From an optimization exercise on the open Yosys and OpenROAD flow, aimed at small area, a short achievable clock period and few clock cycles per item; shortcuts taken in it are not production practice.
At most, simulation tests tie the RTL to the original design; equivalence was not proved.

==> flow/design.v (excerpt) <==
module yuv_to_rgb (
	input logic CLOCK_50_I,
	input logic resetn,
	input logic in_valid,
	input logic [SAMPLE_W-1:0] in_y_even,
	input logic [SAMPLE_W-1:0] in_y_odd,
	input logic [SAMPLE_W-1:0] in_u,
	input logic [SAMPLE_W-1:0] in_v,
	output logic busy,
	output logic out_valid,
	output logic [WORD_W-1:0] out_word,
	output logic out_line_end
);
Settings: LEC_CHECK=0, CAP_MARGIN=20, CORE_MARGIN=2, CORE_UTILIZATION=65, CTS_CLUSTER_DIAMETER=90, CTS_CLUSTER_SIZE=24, PLACE_DENSITY=0.75, SLEW_MARGIN=20; clock period 15.0 ns.
standard.sh (not shown) runs the stock make flow with config.mk's settings and CLKGATE_MAP_FILE= SYNTH_SCRIPT=/design/flow/synth_recipe.tcl, a recipe that flattens the netlist after the stock synthesis.
==> flow/flow/run.sh <==
#!/bin/bash
set -euo pipefail
R=orfs/results/${FLOW_PLATFORM:-sky130hd}/yuv_to_rgb/base
bash standard.sh synth > make_synth.log 2>&1
python3 flow/polarity.py $R/1_2_yosys.v > polarity.log 2>&1
rm -f $R/1_synth.odb $R/1_synth.sdc
bash standard.sh SETUP_SLACK_MARGIN=11 "CTS_ARGS=-sink_clustering_enable -repair_clock_nets -sink_clustering_size 24 -sink_clustering_max_diameter 90 -dont_use_dummy_load" "BUFFER_PORTS_ARGS=-buffer_cell sky130_fd_sc_hd__buf_1" finish > make_finish.log 2>&1
Other scripts of this flow, unchanged in this note and not shown: flow/flow/polarity.py
Testbench counts at the start, summed over its fixed seeds: cycles 15,496, items 5,120.
Next try:
==> flow/flow/run.sh (replaced) <==
#!/bin/bash
set -euo pipefail
R=orfs/results/${FLOW_PLATFORM:-sky130hd}/yuv_to_rgb/base
bash standard.sh synth > make_synth.log 2>&1
python3 flow/polarity.py $R/1_2_yosys.v > polarity.log 2>&1
rm -f $R/1_synth.odb $R/1_synth.sdc
bash standard.sh SETUP_SLACK_MARGIN=11 "BUFFER_PORTS_ARGS=-buffer_cell sky130_fd_sc_hd__buf_1" finish > make_finish.log 2>&1
- CORE_UTILIZATION: 65 -> 60
- CTS_BUF_LIST: unset -> sky130_fd_sc_hd__clkbuf_8
- CTS_CLUSTER_DIAMETER: 90 -> 70
- CTS_CLUSTER_SIZE: 24 -> 18
- PLACE_DENSITY: 0.75 -> 0.7
=>
- The changed run completed without violations
- critical path depth fell by 10
- non-clock buffer count fell by 8
- sequential share of layout area is about the same
- die area rose by a little under a tenth
- hold slack improved by 0.0053 ns
- design area barely changes
Next try:
==> flow/flow/run.sh (replaced) <==
#!/bin/bash
set -euo pipefail
R=orfs/results/${FLOW_PLATFORM:-sky130hd}/yuv_to_rgb/base
bash standard.sh synth > make_synth.log 2>&1
python3 flow/polarity.py $R/1_2_yosys.v > polarity.log 2>&1
rm -f $R/1_synth.odb $R/1_synth.sdc
bash standard.sh SETUP_SLACK_MARGIN=11 "CTS_ARGS=-sink_clustering_enable -repair_clock_nets -sink_clustering_size 30 -sink_clustering_max_diameter 100 -dont_use_dummy_load" "BUFFER_PORTS_ARGS=-buffer_cell sky130_fd_sc_hd__buf_1" finish > make_finish.log 2>&1
- CAP_MARGIN: 20 -> 5
- CORE_UTILIZATION: 60 -> 65
- CTS_BUF_LIST: sky130_fd_sc_hd__clkbuf_8 -> unset
- CTS_CLUSTER_DIAMETER: 70 -> 100
- CTS_CLUSTER_SIZE: 18 -> 30
- PLACE_DENSITY: 0.7 -> 0.75
- SLEW_MARGIN: 20 -> 5
Cell area fell by about 0.6%.
Global-route usage rose by 1.4 points.
Non-clock buffer count rose by 8.
Synthesized cell count is unchanged.
Worst setup slack gets better by 0.14 ns.
Wire length fell by about 0.4%.
Via count rose by 0.37%.
Sequential share of layout area rose by 0.24 points.
Next try:
- CAP_MARGIN: 5 -> 20
- CORE_UTILIZATION: 65 -> 60
- PLACE_DENSITY: 0.75 -> 0.7
- SLEW_MARGIN: 5 -> 20
Flip-flop and latch count does not change.
Count of clock-buffer cells in the layout is unchanged.
Register-to-register slack hardly moves.

Starting RTL as in the previous note.
clock: 15.0 ns
lec_check: 0
cap_margin: 20
core_margin: 2
core_utilization: 60
cts_cluster_diameter: 100
cts_cluster_size: 30
place_density: 0.7
slew_margin: 20
==> flow/flow/run.sh <==
#!/bin/bash
set -euo pipefail
R=orfs/results/${FLOW_PLATFORM:-sky130hd}/yuv_to_rgb/base
bash standard.sh synth > make_synth.log 2>&1
python3 flow/polarity.py $R/1_2_yosys.v > polarity.log 2>&1
rm -f $R/1_synth.odb $R/1_synth.sdc
bash standard.sh SETUP_SLACK_MARGIN=11 "BUFFER_PORTS_ARGS=-buffer_cell sky130_fd_sc_hd__buf_1" finish > make_finish.log 2>&1
Other scripts of this flow, unchanged in this note and not shown: flow/flow/polarity.py
Testbench counts at the start, summed over its fixed seeds: cycles 15,496, items 5,120.
Then changed:
--- a/flow/flow/run.sh
+++ b/flow/flow/run.sh
@@ -7 +7 @@
-bash standard.sh SETUP_SLACK_MARGIN=11 "BUFFER_PORTS_ARGS=-buffer_cell sky130_fd_sc_hd__buf_1" finish > make_finish.log 2>&1
+bash standard.sh SETUP_SLACK_MARGIN=11.2 "BUFFER_PORTS_ARGS=-buffer_cell sky130_fd_sc_hd__buf_1" finish > make_finish.log 2>&1
Outcome: The changed run ran to the end with no violations; cell count rose by 1.5%; synthesized cell count stays the same; final area came out higher by about 1.7%; critical path depth stays the same; flip-flop and latch count does not change; worst setup slack gains 0.014 ns; area after synthesis is unchanged.
Then changed:
--- a/flow/flow/run.sh
+++ b/flow/flow/run.sh
@@ -7 +7 @@
-bash standard.sh SETUP_SLACK_MARGIN=11.2 "BUFFER_PORTS_ARGS=-buffer_cell sky130_fd_sc_hd__buf_1" finish > make_finish.log 2>&1
+bash standard.sh SETUP_SLACK_MARGIN=11 "CTS_ARGS=-sink_clustering_enable -repair_clock_nets -sink_clustering_size 30 -sink_clustering_max_diameter 100 -dont_use_dummy_load" "BUFFER_PORTS_ARGS=-buffer_cell sky130_fd_sc_hd__buf_1" finish > make_finish.log 2>&1
- The new run produced a clean layout
- final cell count falls by 1.9%
- final area falls by 2.0%
- sequential share of layout area rises by 0.86 points
- worst setup slack degrades by 0.0049 ns
- worst hold slack degrades by 0.0089 ns
- flip-flop and latch count stays the same
- global-route usage falls by 0.47 points
- via count falls by 2.0%
- die area is unchanged
- fmax stays flat
- count of clock-buffer cells in the layout falls by 8

Another version of the RTL of yuv_to_rgb (not shown whole).
For scale: about 360 flip-flops, roughly 21000 µm² of cells after synthesis.
export LEC_CHECK = 0
export CAP_MARGIN = 20
export CORE_MARGIN = 2
export CORE_UTILIZATION = 70
export CTS_CLUSTER_DIAMETER = 100
export CTS_CLUSTER_SIZE = 30
export PLACE_DENSITY = 0.8
export SLEW_MARGIN = 20
create_clock -name core_clock -period 15.0 [get_ports {CLOCK_50_I}]
==> flow/flow/run.sh <==
#!/bin/bash
set -euo pipefail
bash standard.sh SETUP_SLACK_MARGIN=11 finish > make_finish.log 2>&1
The baseline completed without violations.
==> next run, changes <==
==> flow/flow/run.sh (replaced) <==
#!/bin/bash
set -euo pipefail
bash standard.sh SETUP_SLACK_MARGIN=11 "BUFFER_PORTS_ARGS=-buffer_cell sky130_fd_sc_hd__buf_1" finish > make_finish.log 2>&1
- CORE_UTILIZATION: 70 -> 60
- PLACE_DENSITY: 0.8 -> 0.7
The changed run completed without violations.
Wire length decreases by 3.5%.
Setup slack improves by 0.0044 ns.
Synthesized area stays the same.
Final area decreases by 0.92%.
Core utilization decreases by 12 points.
Function was not checked in any run of this note: the RTL went through the layout flow alone.

yuv_to_rgb with an RTL version that a note above also has.
For scale: roughly 54 I/O pins, roughly 19,000 sq um of cells after synthesis.
Settings: LEC_CHECK=0, CAP_MARGIN=20, CORE_MARGIN=2, CORE_UTILIZATION=62, CTS_CLUSTER_DIAMETER=100, CTS_CLUSTER_SIZE=30, PLACE_DENSITY=0.72, SLEW_MARGIN=20; clock period 15.0 ns.
==> flow/flow/run.sh <==
#!/bin/bash
set -euo pipefail
R=orfs/results/${FLOW_PLATFORM:-sky130hd}/yuv_to_rgb/base
bash standard.sh synth > make_synth.log 2>&1
python3 flow/polarity.py $R/1_2_yosys.v > polarity.log 2>&1
rm -f $R/1_synth.odb $R/1_synth.sdc
bash standard.sh SETUP_SLACK_MARGIN=11 "CTS_ARGS=-sink_clustering_enable -repair_clock_nets -sink_clustering_size 30 -sink_clustering_max_diameter 100 -dont_use_dummy_load" "BUFFER_PORTS_ARGS=-buffer_cell sky130_fd_sc_hd__buf_1" finish > make_finish.log 2>&1
Other scripts of this flow, unchanged in this note and not shown: flow/flow/polarity.py
The first run finished clean.
Testbench counts at the start, summed over its fixed seeds: cycles 15,496, items 5,120.
Edit:
- CORE_UTILIZATION: 62 -> 70
- PLACE_DENSITY: 0.72 -> 0.8
After rerunning: The new run completed with no timing, DRC or antenna violations; clock skew is lower by 31 ps; worst setup slack improved by 94 ps; non-clock buffer count is lower by 1; via count is higher by 0.87%.

yuv_to_rgb again, from the RTL that the note above started with.
clock: 15.0 ns
lec_check: 0
cap_margin: 20
core_margin: 2
core_utilization: 60
cts_cluster_diameter: 100
cts_cluster_size: 30
place_density: 0.7
slew_margin: 20
==> flow/flow/run.sh <==
#!/bin/bash
set -euo pipefail
R=orfs/results/${FLOW_PLATFORM:-sky130hd}/yuv_to_rgb/base
bash standard.sh synth > make_synth.log 2>&1
python3 flow/polarity.py $R/1_2_yosys.v > polarity.log 2>&1
rm -f $R/1_synth.odb $R/1_synth.sdc
bash standard.sh SETUP_SLACK_MARGIN=11 "BUFFER_PORTS_ARGS=-buffer_cell sky130_fd_sc_hd__buf_1" finish > make_finish.log 2>&1
==> flow/flow/polarity.py <==
#!/usr/bin/env python3
"""Remove inverters around full adders in a mapped sky130 netlist.

A full adder is self-dual: FA(~a, ~b, ~c) = (~cout, ~sum).  Yosys leaves
inverters between adder cells; this script chooses, per fa cell, whether it
computes on the complements of its inputs (and so gives complemented
outputs), to need as few inverters as possible, then rewrites the netlist
with one inverter per net that some load needs complemented.  Only
combinational cells change; every register keeps its name, cell and nets.

usage: polarity.py NETLIST.v   (rewritten in place; the original is kept as
NETLIST.v.orig)
"""
import re, sys, shutil

path = sys.argv[1]
src = open(path).read()

mod_start = src.index("module ")
body_end = src.rindex("endmodule")
cell_re = re.compile(r"^  (sky130_fd_sc_hd__\w+) (\S+)\s+\((.*?)\n  \);\n", re.S | re.M)
pin_re = re.compile(r"\.(\w+)\(([^()]*)\)")

cells = []
for m in cell_re.finditer(src):
    typ, name, body = m.group(1), m.group(2), m.group(3)
    pins = [(p, n.strip()) for p, n in pin_re.findall(body)]
    cells.append({"typ": typ, "name": name, "pins": pins, "span": m.span()})

OUT = {"X", "Y", "Q", "Q_N", "SUM", "COUT", "HI", "LO"}
ports = set()
for m in re.finditer(r"^\s*output\s+(?:\[(\d+):(\d+)\]\s+)?(\S+);", src, re.M):
    if m.group(1):
        for i in range(int(m.group(2)), int(m.group(1)) + 1):
            ports.add(f"{m.group(3)}[{i}]")
    else:
        ports.add(m.group(3))

def is_inv(c):
    return c["typ"].startswith("sky130_fd_sc_hd__inv_")

def is_fa(c):
    return c["typ"].startswith("sky130_fd_sc_hd__fa_")

driver = {}
for c in cells:
    for p, n in c["pins"]:
        if p in OUT:
            driver[n] = (c, p)

# inverters we may remove: output not a port
removable = [c for c in cells if is_inv(c) and dict(c["pins"])["Y"] not in ports]
rem_ids = set(id(c) for c in removable)

def literal(n):
    """(base net, polarity) of net n, looking through removable inverters."""
    pol = 0
    seen = 0
    while n in driver and id(driver[n][0]) in rem_ids and seen < 8:
        n = dict(driver[n][0]["pins"])["A"]
        pol ^= 1
        seen += 1
    return n, pol

fas = [c for c in cells if is_fa(c)]
fa_out = {}   # base net -> fa index (for fa outputs)
for i, c in enumerate(fas):
    for p, n in c["pins"]:
        if p in ("SUM", "COUT"):
            fa_out[n] = i

# loads: every input pin of a kept cell
loads = []    # (cell, pin, base net, pol, fa index of the cell or -1)
fa_index = {id(c): i for i, c in enumerate(fas)}
for c in cells:
    if id(c) in rem_ids:
        continue
    for p, n in c["pins"]:
        if p in OUT or p in ("VPWR", "VGND", "VPB", "VNB"):
            continue
        b, pol = literal(n)
        loads.append((c, p, b, pol, fa_index.get(id(c), -1)))
# nets seen by the port list (outputs driven through removable inverters
# cannot occur: those inverters are kept)

flip = [0] * len(fas)

def need(load):
    """(physical net, inverted?) a load needs under the current flips."""
    c, p, b, pol, fi = load
    inv = pol
    if b in fa_out and flip[fa_out[b]]:
        inv ^= 1
    if fi >= 0 and flip[fi]:
        inv ^= 1
    return b, inv

# nets touched by each fa: its input base nets and its output nets
from collections import defaultdict
loads_of_net = defaultdict(list)
for ld in loads:
    loads_of_net[ld[2]].append(ld)
touch = []
for i, c in enumerate(fas):
    nets = set()
    for p, n in c["pins"]:
        if p in OUT:
            nets.add(n)
        else:
            nets.add(literal(n)[0])
    touch.append(nets)

def net_cost(b):
    return 1 if any(need(ld)[1] for ld in loads_of_net[b]) else 0

def cost_of(nets):
    return sum(net_cost(b) for b in nets)

before = sum(net_cost(b) for b in loads_of_net)

def descend(order):
    rounds = 0
    changed = True
    while changed and rounds < 50:
        changed = False
        rounds += 1
        for i in order:
            c0 = cost_of(touch[i])
            flip[i] ^= 1
            c1 = cost_of(touch[i])
            if c1 < c0:
                changed = True
            else:
                flip[i] ^= 1
    return sum(net_cost(b) for b in loads_of_net)

import random
rng = random.Random(1)
best = None
for attempt in range(200):
    order = list(range(len(fas)))
    if attempt:
        rng.shuffle(order)
        for i in range(len(fas)):
            flip[i] = rng.randrange(2) if attempt % 2 else 0
    else:
        for i in range(len(fas)):
            flip[i] = 0
    cost = descend(order)
    if best is None or cost < best[0]:
        best = (cost, list(flip))
flip[:] = best[1]
after = best[0]
print(f"inverters before {len(removable)} (needed nets {before}), after {after}; "
      f"{sum(flip)} of {len(fas)} adders flipped")

# ---------------------------------------------------------------- rewrite
def fmt(n):
    return n + " " if n.startswith("\\") else n

newnet = {}
decl = []
def fresh(prefix):
    k = len(decl)
    n = f"_pol{prefix}{k}_"
    decl.append(n)
    return n

phys = {}     # fa output base net -> physical net when flipped
for i, c in enumerate(fas):
    if flip[i]:
        for p, n in c["pins"]:
            if p in ("SUM", "COUT"):
                phys[n] = fresh("o")

invnet = {}   # physical net -> its complement's net
new_cells = []
def complement(pn):
    if pn not in invnet:
        y = fresh("i")
        invnet[pn] = y
        new_cells.append(f"  sky130_fd_sc_hd__inv_1 _polinv{len(new_cells)}_ (\n    .A({fmt(pn)}),\n    .Y({y})\n  );\n")
    return invnet[pn]

pinmap = {}   # (id(cell), pin) -> net
for ld in loads:
    c, p, b, pol, fi = ld
    pb, inv = need(ld)
    pn = phys.get(pb, pb)
    pinmap[(id(c), p)] = complement(pn) if inv else pn
for i, c in enumerate(fas):
    if flip[i]:
        for p, n in c["pins"]:
            if p in ("SUM", "COUT"):
                pinmap[(id(c), p)] = phys[n]

# a flipped adder's original output net may be a port or feed nothing else:
# a port net must still be driven, by an inverter from the physical net
for i, c in enumerate(fas):
    if flip[i]:
        for p, n in c["pins"]:
            if p in ("SUM", "COUT") and n in ports:
                new_cells.append(f"  sky130_fd_sc_hd__inv_1 _polinv{len(new_cells)}_ (\n    .A({phys[n]}),\n    .Y({fmt(n)})\n  );\n")

out = []
pos = 0
for c in cells:
    s, e = c["span"]
    out.append(src[pos:s])
    pos = e
    if id(c) in rem_ids:
        continue
    lines = [f"  {c['typ']} {fmt(c['name'])} ("]
    pl = []
    for p, n in c["pins"]:
        pl.append(f"    .{p}({fmt(pinmap.get((id(c), p), n))})")
    lines.append(",\n".join(pl))
    lines.append("  );\n")
    out.append("\n".join(lines))
rest = src[pos:]
k = rest.rindex("endmodule")
out.append(rest[:k])
out.extend(new_cells)
out.append(rest[k:])
text = "".join(out)
# declare the new nets after the module header's port list
hdr_end = text.index(";", text.index("module ")) + 1
text = text[:hdr_end] + "\n" + "".join(f"  wire {n};\n" for n in decl) + text[hdr_end:]
shutil.copy(path, path + ".orig")
open(path, "w").write(text)
print(f"wrote {path}: {len(new_cells)} inverters")
Testbench counts at the start, summed over its fixed seeds: cycles 15,496, items 5,120.
Then changed:
--- a/flow/flow/polarity.py
+++ b/flow/flow/polarity.py
@@ -180,3 +180 @@
-        y = fresh("i")
-        invnet[pn] = y
-        new_cells.append(f"  sky130_fd_sc_hd__inv_1 _polinv{len(new_cells)}_ (\n    .A({fmt(pn)}),\n    .Y({y})\n  );\n")
+        invnet[pn] = fresh("i")
@@ -204,0 +203,24 @@
+# A half adder on two complemented inputs is an xor2 and a nor2 on the
+# uncomplemented ones: HA(~a, ~b) = (a ^ b, ~(a | b)).
+uncomp = {y: pn for pn, y in invnet.items()}
+gates = {}    # id(ha cell) -> replacement text
+for c in cells:
+    if id(c) in rem_ids or not c["typ"].startswith("sky130_fd_sc_hd__ha_"):
+        continue
+    a = pinmap.get((id(c), "A"), dict(c["pins"])["A"])
+    b = pinmap.get((id(c), "B"), dict(c["pins"])["B"])
+    if a in uncomp and b in uncomp:
+        pa, pb = uncomp[a], uncomp[b]
+        pins = dict(c["pins"])
+        so = pinmap.get((id(c), "SUM"), pins["SUM"])
+        co = pinmap.get((id(c), "COUT"), pins["COUT"])
+        pinmap[(id(c), "A")] = pa
+        pinmap[(id(c), "B")] = pb
+        gates[id(c)] = (f"  sky130_fd_sc_hd__xor2_1 _polx{len(gates)}_ (\n    .A({fmt(pa)}),\n    .B({fmt(pb)}),\n    .X({fmt(so)})\n  );\n"
+                        f"  sky130_fd_sc_hd__nor2_1 _poln{len(gates)}_ (\n    .A({fmt(pa)}),\n    .B({fmt(pb)}),\n    .Y({fmt(co)})\n  );\n")
+used = set(pinmap.values())
+for pn, y in invnet.items():
+    if y in used:
+        new_cells.append(f"  sky130_fd_sc_hd__inv_1 _polinv{len(new_cells)}_ (\n    .A({fmt(pn)}),\n    .Y({y})\n  );\n")
+print(f"{len(gates)} half adders on complemented inputs became xor2 + nor2")
+
@@ -211,0 +234,3 @@
+        continue
+    if id(c) in gates:
+        out.append(gates[id(c)])
@@ -231 +256 @@
-print(f"wrote {path}: {len(new_cells)} inverters")
+print(f"wrote {path}: {sum(1 for x in new_cells if 'inv_1' in x)} inverters")
- critical path depth does not change
- clock skew drops by 0.0064 ns
- sequential share of layout area climbs by 0.44 points
- wire length climbs by 1.3%
- final area drops by 0.87%
- cell count drops by 0.71%
- via count climbs by 1.1%
Then changed:
--- a/flow/flow/run.sh
+++ b/flow/flow/run.sh
@@ -7 +7 @@
-bash standard.sh SETUP_SLACK_MARGIN=11 "BUFFER_PORTS_ARGS=-buffer_cell sky130_fd_sc_hd__buf_1" finish > make_finish.log 2>&1
+bash standard.sh SETUP_SLACK_MARGIN=11 "CTS_ARGS=-sink_clustering_enable -repair_clock_nets -sink_clustering_size 30 -sink_clustering_max_diameter 100 -dont_use_dummy_load" "BUFFER_PORTS_ARGS=-buffer_cell sky130_fd_sc_hd__buf_1" finish > make_finish.log 2>&1
CORE_UTILIZATION = 65   (was 60)
PLACE_DENSITY = 0.75   (was 0.7)
Routed wire length is lower slightly; worst setup slack improved by 0.070 ns; count of clock-buffer cells in the layout is lower by 6; global-route usage goes up by 1.7 points; die area went down by a little under a tenth; final area went down slightly; hold slack gets worse by 0.015 ns; fmax rises slightly; synthesized cell count stays the same.
Then changed:
--- a/flow/flow/polarity.py
+++ b/flow/flow/polarity.py
@@ -8 +8,4 @@
-with one inverter per net that some load needs complemented.  Only
+with one inverter per net that some load needs complemented.  A half adder
+whose two inputs both need complementing becomes an xor2 and a nor2 on the
+uncomplemented nets.  The choice is a local search from several starts,
+then simulated annealing (fixed seed, so the result is reproducible).  Only
@@ -111,0 +115,27 @@
+ha_pins0 = {}
+for c in cells:
+    if c["typ"].startswith("sky130_fd_sc_hd__ha_") and id(c) not in rem_ids:
+        d = dict(c["pins"])
+        a, b = literal(d["A"])[0], literal(d["B"])[0]
+        ha_pins0.setdefault(a, set()).add(b)
+        ha_pins0.setdefault(b, set()).add(a)
+for nets in touch:
+    extra = set()
+    for n in nets:
+        extra |= ha_pins0.get(n, set())
+    nets |= extra
+
+# a half adder whose two inputs both need complementing becomes xor2 + nor2
+# on the uncomplemented nets, so those loads need no inverter
+ha_pins = {}
+for ld in loads:
+    c = ld[0]
+    if c["typ"].startswith("sky130_fd_sc_hd__ha_") and ld[1] in ("A", "B"):
+        ha_pins.setdefault(id(c), {})[ld[1]] = ld
+def eff_need(ld):
+    b, inv = need(ld)
+    if inv and ld[0]["typ"].startswith("sky130_fd_sc_hd__ha_") and ld[1] in ("A", "B"):
+        other = ha_pins[id(ld[0])]["B" if ld[1] == "A" else "A"]
+        if need(other)[1]:
+            return b, 0
+    return b, inv
@@ -114 +144 @@
-    return 1 if any(need(ld)[1] for ld in loads_of_net[b]) else 0
+    return 1 if any(eff_need(ld)[1] for ld in loads_of_net[b]) else 0
@@ -137 +167 @@
-import random
+import random, math
@@ -140 +170 @@
-for attempt in range(200):
+for attempt in range(40):
@@ -151,0 +182 @@
+# simulated annealing from the best descent
@@ -153 +184,17 @@
-after = best[0]
+cur = best[0]
+T = 1.5
+steps = 400000
+for k in range(steps):
+    i = rng.randrange(len(fas))
+    c0 = cost_of(touch[i])
+    flip[i] ^= 1
+    d = cost_of(touch[i]) - c0
+    if d <= 0 or rng.random() < math.exp(-d / T):
+        cur += d
+        if cur < best[0]:
+            best = (cur, list(flip))
+    else:
+        flip[i] ^= 1
+    T = max(0.05, 1.5 * (1 - k / steps))
+flip[:] = best[1]
+after = descend(list(range(len(fas))))
=> Wire length went up by about 1.4%. Worst setup slack loses 0.0058 ns. Global-route usage grows by 0.55 points. Utilization goes down by 0.22 points. First-iteration DRC count goes down by about 3%. Flip-flop and latch count is unchanged. Final cell count went down by 1.2%.

-- port drivers added, routing unchanged --
No port has a modelled driver above. Below, the same layouts with a new extraction and two added sets of constraints. Step 1, drivers: a clkbuf_16 drives CLOCK_50_I and a buf_2 each remaining input, both assumed. Step 2, shift: input delay + t, output delay - t, t = (earliest + latest rising clock arrival at the registers) / 2. This alone moves slack from input paths to output paths. Slacks: ideal / step 1 / step 2; pairs: ideal / step 1.
run	t, ns	setup WS [ns]	worst register clock-pin slew, ns	worst slew at a driven data input, ns	cell pins on the clock port's net
the first run of note 1	0.541	11.014 / 10.980 / 10.579	0.09 / 0.09	0.04	1
the second run of note 1	0.645	10.893 / 10.845 / 10.494	0.11 / 0.11	0.05	1
the third run of note 1	0.541	11.029 / 10.981 / 10.568	0.11 / 0.11	0.04	1
the fourth run of note 1	0.542	10.978 / 10.926 / 10.577	0.11 / 0.11	0.05	1
the first run of note 2	0.568	10.969 / 10.917 / 10.557	0.11 / 0.11	0.05	1
the second run of note 2	0.556	10.982 / 10.931 / 10.694	0.11 / 0.11	0.04	1
the third run of note 2	0.542	10.978 / 10.926 / 10.577	0.11 / 0.11	0.05	1
the first run of note 3	0.568	11.028 / 10.975 / 10.758	0.11 / 0.11	0.04	1
the second run of note 3	0.566	11.032 / 10.979 / 10.604	0.11 / 0.11	0.04	1
the first run of note 4	0.552	10.952 / 10.899 / 10.594	0.11 / 0.11	0.04	1
the second run of note 4	0.550	11.046 / 10.999 / 10.555	0.11 / 0.11	0.05	1
the first run of note 5	0.556	11.038 / 10.988 / 10.555	0.11 / 0.11	0.03	1
the second run of note 5	0.568	10.969 / 10.917 / 10.557	0.11 / 0.11	0.05	1
the third run of note 5	0.539	11.038 / 10.987 / 10.579	0.11 / 0.11	0.04	1
the fourth run of note 5	0.553	11.033 / 10.980 / 10.608	0.12 / 0.12	0.04	1
After both steps setup and hold are still met in every run listed. For the second run of note 4, which loses most, drivers alone change the setup slack by -0.047 ns; drivers and shift together by -0.491 ns.
